What follows belongs to an exercise in optimizing a design on an open flow for small area; a production flow would make more cautious choices. Only simulation tests tie the RTL to the original design; equivalence was not proved. Power and IR drop assume default switching activity.

==> flow/design.v <==
package fix_pkg;
	typedef logic [4*8-1:0] fix_tag_t;
	typedef logic [32*8-1:0] fix_value_t;
	typedef logic [5:0] fix_len_t;
	typedef enum logic [1:0] {
		kind_tag   = 2'd0,
		kind_sep   = 2'd1,
		kind_value = 2'd2,
		kind_end   = 2'd3
	} fix_byte_kind_e;
endpackage
`timescale 1ns/1ps
module fix_parser_top (
	input  logic         clk,
	input  logic         rst,
	input  logic [7:0]   byte_i,
	input  logic         byte_valid_i,
	output logic         field_valid_o,
	output logic [31:0]  tag_o,
	output logic [255:0] value_o,
	output logic [5:0]   value_len_o,
	output logic         overflow_o,
	output logic         start_of_header_o,
	output logic         end_of_body_o,
	output logic         msg_done_o,
	output logic         checksum_ok_o,
	output logic [7:0]   checksum_calc_o,
	output logic [7:0]   checksum_recv_o
);
	logic [7:0] lex_byte;
	logic       lex_strobe;
	logic       value_mode;
	always_ff @(posedge clk) begin
		lex_byte <= byte_i;
		lex_strobe <= byte_valid_i && !rst;
	end
	logic act;
	logic is_soh;
	logic is_eq;
	logic tag_char;
	logic val_char;
	assign act = lex_strobe && !rst;
	assign is_soh = (lex_byte == 8'h01);
	assign is_eq = (lex_byte == 8'h3D);
	assign tag_char = act && !is_soh && !value_mode && !is_eq;
	assign val_char = act && !is_soh && value_mode;
	always_ff @(posedge clk) begin
		if (rst) begin
			value_mode <= 1'b0;
		end else if (lex_strobe) begin
			if (is_soh) begin
				value_mode <= 1'b0;
			end else if (is_eq) begin
				value_mode <= 1'b1;
			end
		end
	end
	logic clr;
	assign clr = field_valid_o || rst;
	logic tag_hold;
	logic tag_move;
	assign tag_hold = !tag_char && !clr;
	assign tag_move = tag_char && !clr;
	always_ff @(posedge clk) begin
		tag_o[31:8] <= (tag_o[31:8] & {24{tag_hold}}) | (tag_o[23:0] & {24{tag_move}});
		tag_o[7:0] <= (tag_o[7:0] & {8{tag_hold}}) | (lex_byte & {8{tag_char}});
	end
	logic [7:0] wr_data;
	assign wr_data = clr ? 8'd0 : lex_byte;
	logic [31:0] byte_we;
	always_comb begin
		for (int i = 0; i < 32; i++) begin
			byte_we[i] = val_char && !value_len_o[5] && value_len_o[4:0] == 5'(i);
		end
	end
	always_ff @(posedge clk) begin
		for (int i = 0; i < 32; i++) begin
			value_o[8*i +: 8] <= (value_o[8*i +: 8] & {8{!clr}}) | (lex_byte & {8{byte_we[i]}});
		end
	end
	always_ff @(posedge clk) begin
		if (clr) begin
			value_len_o <= '0;
			overflow_o <= 1'b0;
		end else if (val_char) begin
			if (value_len_o[5]) begin
				overflow_o <= 1'b1;
			end else begin
				value_len_o <= value_len_o + 6'd1;
			end
		end
	end
	logic tag_hdr;
	logic tag_trl;
	assign tag_hdr = (tag_o == 32'h00000038);
	assign tag_trl = (tag_o == 32'h00003130);
	always_ff @(posedge clk) begin
		field_valid_o <= act && is_soh;
		msg_done_o <= field_valid_o && tag_trl && !rst;
	end
	assign start_of_header_o = field_valid_o && tag_hdr;
	assign end_of_body_o = field_valid_o && tag_trl;
	logic [7:0] field_sum;
	logic [7:0] total;
	logic [7:0] sum_in;
	logic [7:0] sum_out;
	assign sum_in = is_soh ? total : lex_byte;
	assign sum_out = field_sum + sum_in;
	always_ff @(posedge clk) begin
		if (rst) begin
			field_sum <= 8'd1;
			total <= '0;
		end else if (lex_strobe) begin
			if (is_soh) begin
				field_sum <= 8'd1;
				if (field_valid_o || !tag_trl) begin
					total <= (tag_hdr && !field_valid_o) ? field_sum : sum_out;
				end
			end else begin
				field_sum <= sum_out;
			end
		end
	end
	assign checksum_calc_o = total - {7'd0, field_valid_o};
	logic [3:0] d0, d1, d2;
	assign d0 = value_o[3:0];
	assign d1 = value_o[11:8];
	assign d2 = value_o[19:16];
	logic digits_ok;
	assign digits_ok = (value_len_o[5:2] == 4'd0) &&
		(value_o[7:4] == 4'h3) && (d0 < 4'd10) &&
		(value_o[15:12] == 4'h3) && (d1 < 4'd10) &&
		(value_o[23:20] == 4'h3) && (d2 < 4'd10);
	logic [7:0] r;
	assign r = {d0, 6'd0} + {d0, 5'd0} + {d0, 2'd0} + {d1, 3'd0} + {d1, 1'd0} + d2;
	logic below_256;
	assign below_256 = (d0 < 4'd2) || (d0 == 4'd2 && (d1 < 4'd5 || (d1 == 4'd5 && d2 < 4'd6)));
	always_ff @(posedge clk) begin
		checksum_recv_o <= r;
		checksum_ok_o <= digits_ok && below_256 && (r == total);
	end
endmodule
export LEC_CHECK = 0
export CAP_MARGIN = 20
export CORE_MARGIN = 2
export CORE_UTILIZATION = 40
export SLEW_MARGIN = 20
create_clock -name core_clock -period 5.0 [get_ports {clk}]
standard.sh (not shown) runs the stock make flow with config.mk's settings and CLKGATE_MAP_FILE= SYNTH_SCRIPT=/design/flow/synth_recipe.tcl, a recipe that flattens the netlist after the stock synthesis.
==> flow/flow/run.sh <==
#!/bin/bash
# standard layout with: an area-oriented ABC script in synthesis, the smallest
# buffer on the ports, and a lighter clock tree
set -euo pipefail
here=$(pwd)
export FLOW_SYNTH_TCL="$here/synth_recipe.tcl"
export AREA_ABC_SCRIPT="$here/flow/area.abc"
export BUFFER_PORTS_ARGS="-buffer_cell sky130_fd_sc_hd__buf_1"
export CTS_ARGS="-sink_clustering_enable -repair_clock_nets -dont_use_dummy_load -buf_list sky130_fd_sc_hd__clkbuf_8 -sink_clustering_size 16 -sink_clustering_max_diameter 100"
sed "s#SYNTH_SCRIPT=[^ ]*#SYNTH_SCRIPT=$here/flow/synth_area.tcl#" standard.sh > my_standard.sh
grep -q "SYNTH_SCRIPT=$here/flow/synth_area.tcl" my_standard.sh
bash my_standard.sh > make_flow.log 2>&1
==> flow/flow/area.abc <==
&get -n
&st
&deepsyn -T 60 -S 2
&dch -f
&nf -R 1000
&put
==> flow/flow/synth_area.tcl <==
# The standard synthesis script, with the adders left to ABC (no
# extract_fa) and an area-oriented ABC script for the combinational mapping;
# registers and their names are left as they are
proc extract_fa {args} { puts "extract_fa skipped: adders are mapped by ABC" }
proc abc {args} {
  set i [lsearch -exact $args -script]
  if {$i >= 0} { lset args [expr {$i + 1}] $::env(AREA_ABC_SCRIPT) }
  yosys abc {*}$args
}
source $::env(FLOW_SYNTH_TCL)
Change:
--- a/flow/config.mk
+++ b/flow/config.mk
@@ -8,4 +8,4 @@
 export CAP_MARGIN = 20
 export CORE_MARGIN = 2
-export CORE_UTILIZATION = 40
+export CORE_UTILIZATION = 50
 export SLEW_MARGIN = 20
Cell area falls by 0.60%.
Die area drops by 20%.
Core utilization increases by 13 points.
Total power is lower by 0.40%.
Final cell count fell by 4.2%.
Worst setup slack gets worse by 14 ps.
Change:
==> flow/flow/area.abc (replaced) <==
&get -n
&st
&deepsyn -T 30 -S 1
&dch -f
&nf -R 1000
&put
==> flow/flow/synth_area.tcl (replaced) <==
# The standard synthesis script, with an area-oriented ABC script for
# the combinational mapping; registers and names are left as they are
proc abc {args} {
  set i [lsearch -exact $args -script]
  if {$i >= 0} { lset args [expr {$i + 1}] $::env(AREA_ABC_SCRIPT) }
  yosys abc {*}$args
}
source $::env(FLOW_SYNTH_TCL)
--- a/flow/config.mk
+++ b/flow/config.mk
@@ -8,4 +8,4 @@
 export CAP_MARGIN = 20
 export CORE_MARGIN = 2
-export CORE_UTILIZATION = 50
+export CORE_UTILIZATION = 40
 export SLEW_MARGIN = 20
The changed run completed with no timing, DRC or antenna violations.
Cell area is higher by a few percent.
Via count is higher slightly.
Die area is higher by a quarter to a third.
Setup slack is better by 68 ps.
Clock-buffer cell count stays the same.
Change:
==> flow/flow/area.abc (replaced) <==
&get -n
&st
&dch -f
&nf -R 1000
&put
Effect: The changed run finished with timing, DRC and antenna clean. Wire length is about the same. Clock-buffer cell count does not change. Cell area came out higher by 1.4%. Setup slack got worse by 350 ps. Combinational power came out higher by about 10%. Critical path depth came out lower by 3. Maximum frequency came out lower by 9.5%. Clock power hardly moves. Core utilization came out lower by 0.27 points. Global-route usage came out lower by 0.13 points. Power came out higher by 0.93%.
Change:
==> flow/flow/area.abc (replaced) <==
&get -n
&st
&deepsyn -T 30 -S 1
&dch -f
&nf -R 1000
&put
--- a/flow/config.mk
+++ b/flow/config.mk
@@ -6,6 +6,7 @@
 export NUM_CORES = 4
 export LEC_CHECK = 0
-export CAP_MARGIN = 20
+export CAP_MARGIN = 10
 export CORE_MARGIN = 2
 export CORE_UTILIZATION = 40
-export SLEW_MARGIN = 20
+export GPL_TIMING_DRIVEN = 0
+export SLEW_MARGIN = 10
Design area rose by 0.52%.
Utilization rose by 1.2 points.
Routed wire length fell by 2.3%.
Synthesized cell count fell by 1.8%.
Global-route usage fell by 0.21 points.
Power is about the same.
Die area fell by 0.87%.
Cell count fell by 3.2%.


Another version of the RTL of fix_parser_top (not shown whole).
For scale: ~760 cells after synthesis, roughly 330 flip-flops, ~330 I/O pins, roughly 12000 um^2 of cells after synthesis.
clock: 5.0 ns
lec_check: 0
cap_margin: 20
core_margin: 2
core_utilization: 40
cts_buf_list: sky130_fd_sc_hd__clkbuf_4
slew_margin: 20
run.sh (not shown) runs the stock make flow with config.mk's settings and CLKGATE_MAP_FILE= SYNTH_SCRIPT=/design/flow/synth_recipe.tcl, a recipe that flattens the netlist after the stock synthesis.
Stock flow here: none of the scripts above is used.
The baseline completed with no timing, DRC or antenna violations.
Rerun with:
Settings changed: CORE_UTILIZATION 40 to 70, CTS_BUF_LIST sky130_fd_sc_hd__clkbuf_4 to unset, PLACE_DENSITY set to 0.8.
Now the flow never finished: it broke off in clock tree synthesis (4_1_cts) (DPL-0033).
Area after synthesis stays the same.
Synthesized cell count is unchanged.


## run B
fix_parser_top, a different RTL version from the one above (not shown whole).
For scale: ~0.012 mm² of cells after synthesis.
Settings: LEC_CHECK=0, CAP_MARGIN=20, CORE_MARGIN=2, CORE_UTILIZATION=40, SLEW_MARGIN=20; clock period 5.0 ns.
standard.sh (not shown) runs the stock make flow with config.mk's settings and CLKGATE_MAP_FILE= SYNTH_SCRIPT=/design/flow/synth_recipe.tcl, a recipe that flattens the netlist after the stock synthesis.
==> flow/flow/run.sh <==
#!/bin/bash
# standard layout, with the smallest buffer on the ports and a lighter clock tree
set -euo pipefail
export BUFFER_PORTS_ARGS="-buffer_cell sky130_fd_sc_hd__buf_1"
export CTS_ARGS="-sink_clustering_enable -repair_clock_nets -dont_use_dummy_load -buf_list sky130_fd_sc_hd__clkbuf_8 -sink_clustering_size 16 -sink_clustering_max_diameter 100"
bash standard.sh > make_flow.log 2>&1
Run B | stages: all done | timing, DRC, antenna: all pass
What run K does differently from run B at the input level:
# run B
export LEC_CHECK = 0
export CAP_MARGIN = 20
export CORE_MARGIN = 2
export CORE_UTILIZATION = 40
export SLEW_MARGIN = 20
create_clock -name core_clock -period 5.0 [get_ports {clk}]
# run K
export LEC_CHECK = 0
export CAP_MARGIN = 20
export CORE_MARGIN = 2
export CORE_UTILIZATION = 55
export SLEW_MARGIN = 20
create_clock -name core_clock -period 5.0 [get_ports {clk}]
==> flow/flow/run.sh <==
#!/bin/bash
# standard layout, with the smallest buffer on the ports and a lighter clock tree
set -euo pipefail
export BUFFER_PORTS_ARGS="-buffer_cell sky130_fd_sc_hd__buf_1"
export CTS_ARGS="-sink_clustering_enable -repair_clock_nets -dont_use_dummy_load -buf_list sky130_fd_sc_hd__clkbuf_16 -sink_clustering_size 25 -sink_clustering_max_diameter 100"
bash standard.sh > make_flow.log 2>&1
==> comparison <==
- All of run B and run K finish clean.
- Going from run B to run K, the share of power burned in registers was found to have gone down by 1.5 points.
- Higher global-route wire length before repair among run B and run K: run B
- Route | run K vs run B | wire shorter in run K
- Worst hold slack, run B and run K: smaller value in run B
- Run K vs. run B: fraction of the core area covered by cells at the end of the flow +18 points; die area -about 27%; multi-input logic area -19 µm²; quantity of gates resized following cts ~0 delta.
- Compared to run B, run K shows a wider setup margin.


v6:
fix_parser_top with an RTL version that a note above also has.
Size: about 760 cells after synthesis, about 330 flip-flops, ~330 I/O pins, roughly 12,000 µm² of cells after synthesis.
==> flow/config.mk <==
export PLATFORM = sky130hd
export DESIGN_NAME = fix_parser_top
export DESIGN_NICKNAME = fix_parser_top
export VERILOG_FILES = /design/flow/design.v
export SDC_FILE = /design/flow/constraint.sdc
export NUM_CORES = 4
export LEC_CHECK = 0
export CAP_MARGIN = 20
export CORE_MARGIN = 2
export CORE_UTILIZATION = 40
export SLEW_MARGIN = 20
==> flow/constraint.sdc <==
create_clock -name core_clock -period 5.0 [get_ports {clk}]
set_input_delay 1.0000 -clock core_clock [delete_from_list [all_inputs] [get_ports {clk}]]
set_output_delay 1.0000 -clock core_clock [all_outputs]
set_load 0.01 [all_outputs]
run.sh (not shown) runs the stock make flow with config.mk's settings and CLKGATE_MAP_FILE= SYNTH_SCRIPT=/design/flow/synth_recipe.tcl, a recipe that flattens the netlist after the stock synthesis.
Stock flow here: none of the scripts above is used.
[inputs] v7 vs v6
- putting CTS_BUF_LIST at sky130_fd_sc_hd__clkbuf_4 where nothing was set
==> flow/flow/run.sh (new file) <==
#!/bin/bash
# standard layout, with the smallest buffer on the ports and no CTS dummy loads
set -euo pipefail
export BUFFER_PORTS_ARGS="-buffer_cell sky130_fd_sc_hd__buf_1"
export CTS_ARGS="-sink_clustering_enable -repair_clock_nets -dont_use_dummy_load -buf_list sky130_fd_sc_hd__clkbuf_4"
bash standard.sh > make_flow.log 2>&1
==> flow/standard.sh (new file) <==
#!/bin/bash
# synth_recipe.tcl (not shown) runs the flow's synth.tcl, then flattens the netlist and writes it again
# the make line also repeats each setting of config.mk as NAME=value (left out here)
make -C /OpenROAD-flow-scripts/flow DESIGN_CONFIG=/design/flow/config.mk WORK_HOME=/design/flow/orfs CLKGATE_MAP_FILE= SYNTH_SCRIPT=/design/flow/synth_recipe.tcl "${@:-finish}"
removed: flow/run.sh
==> comparison <==
v7 vs v6 — multi-input combinational area share rose 2.8 points. Count of cells along the worst hold path was lower in the run labelled v7. Final design instance area without fill delta (v7 − v6): favourable. Between v7 and v6, it is v7 whose number of inserted diodes is higher, by 2. Going from v6 to v7, combinational power shrank by more than a quarter.

[port drivers added, routing unchanged]
No port has a modelled driver above. Below, the same layouts with a new extraction and two added sets of constraints. Step 1 assumes that a clkbuf_16 drives the clock port and a buf_2 every other input. Step 2 times the ports against the registers' clock, not the clock port: input delays grow and output delays shrink by t, the midpoint of the rising clock arrivals with the driver on. Slacks: ideal / step 1 / step 2; pairs: ideal / step 1.
run | t, ns | setup slack, ns | worst hold slack (ns) | worst data-port slew with drivers (ns)
the first run of note 1 | 0.612 | 1.571 / 1.520 / 1.523 | 0.415 / 0.415 / 0.415 | 0.07
the second run of note 1 | 0.593 | 1.557 / 1.512 / 1.641 | 0.421 / 0.421 / 0.421 | 0.11
the third run of note 1 | 0.583 | 1.625 / 1.625 / 1.446 | 0.421 / 0.421 / 0.421 | 0.05
the fourth run of note 1 | 0.594 | 1.271 / 1.271 / 1.217 | 0.418 / 0.418 / 0.418 | 0.05
the fifth run of note 1 | 0.596 | 0.950 / 0.950 / 0.950 | 0.412 / 0.412 / 0.412 | 0.04
the first run of note 2 | 0.704 | 1.358 / 1.315 / 1.185 | 0.475 / 0.475 / 0.475 | 0.05
run B | 0.597 | 1.503 / 1.503 / 1.503 | 0.457 / 0.457 / 0.457 | 0.06
run K | 0.524 | 1.642 / 1.642 / 1.497 | 0.464 / 0.464 / 0.464 | 0.07
v6 | 0.551 | 1.442 / 1.442 / 1.171 | 0.476 / 0.476 / 0.476 | 0.05
v7 | 0.685 | 1.460 / 1.460 / 1.286 | 0.456 / 0.439 / 0.478 | 0.05
After both steps setup and hold are still met in every run listed. The setup slack of v6, which loses most, moves by 0.000 ns with the drivers and by -0.271 ns with both steps.
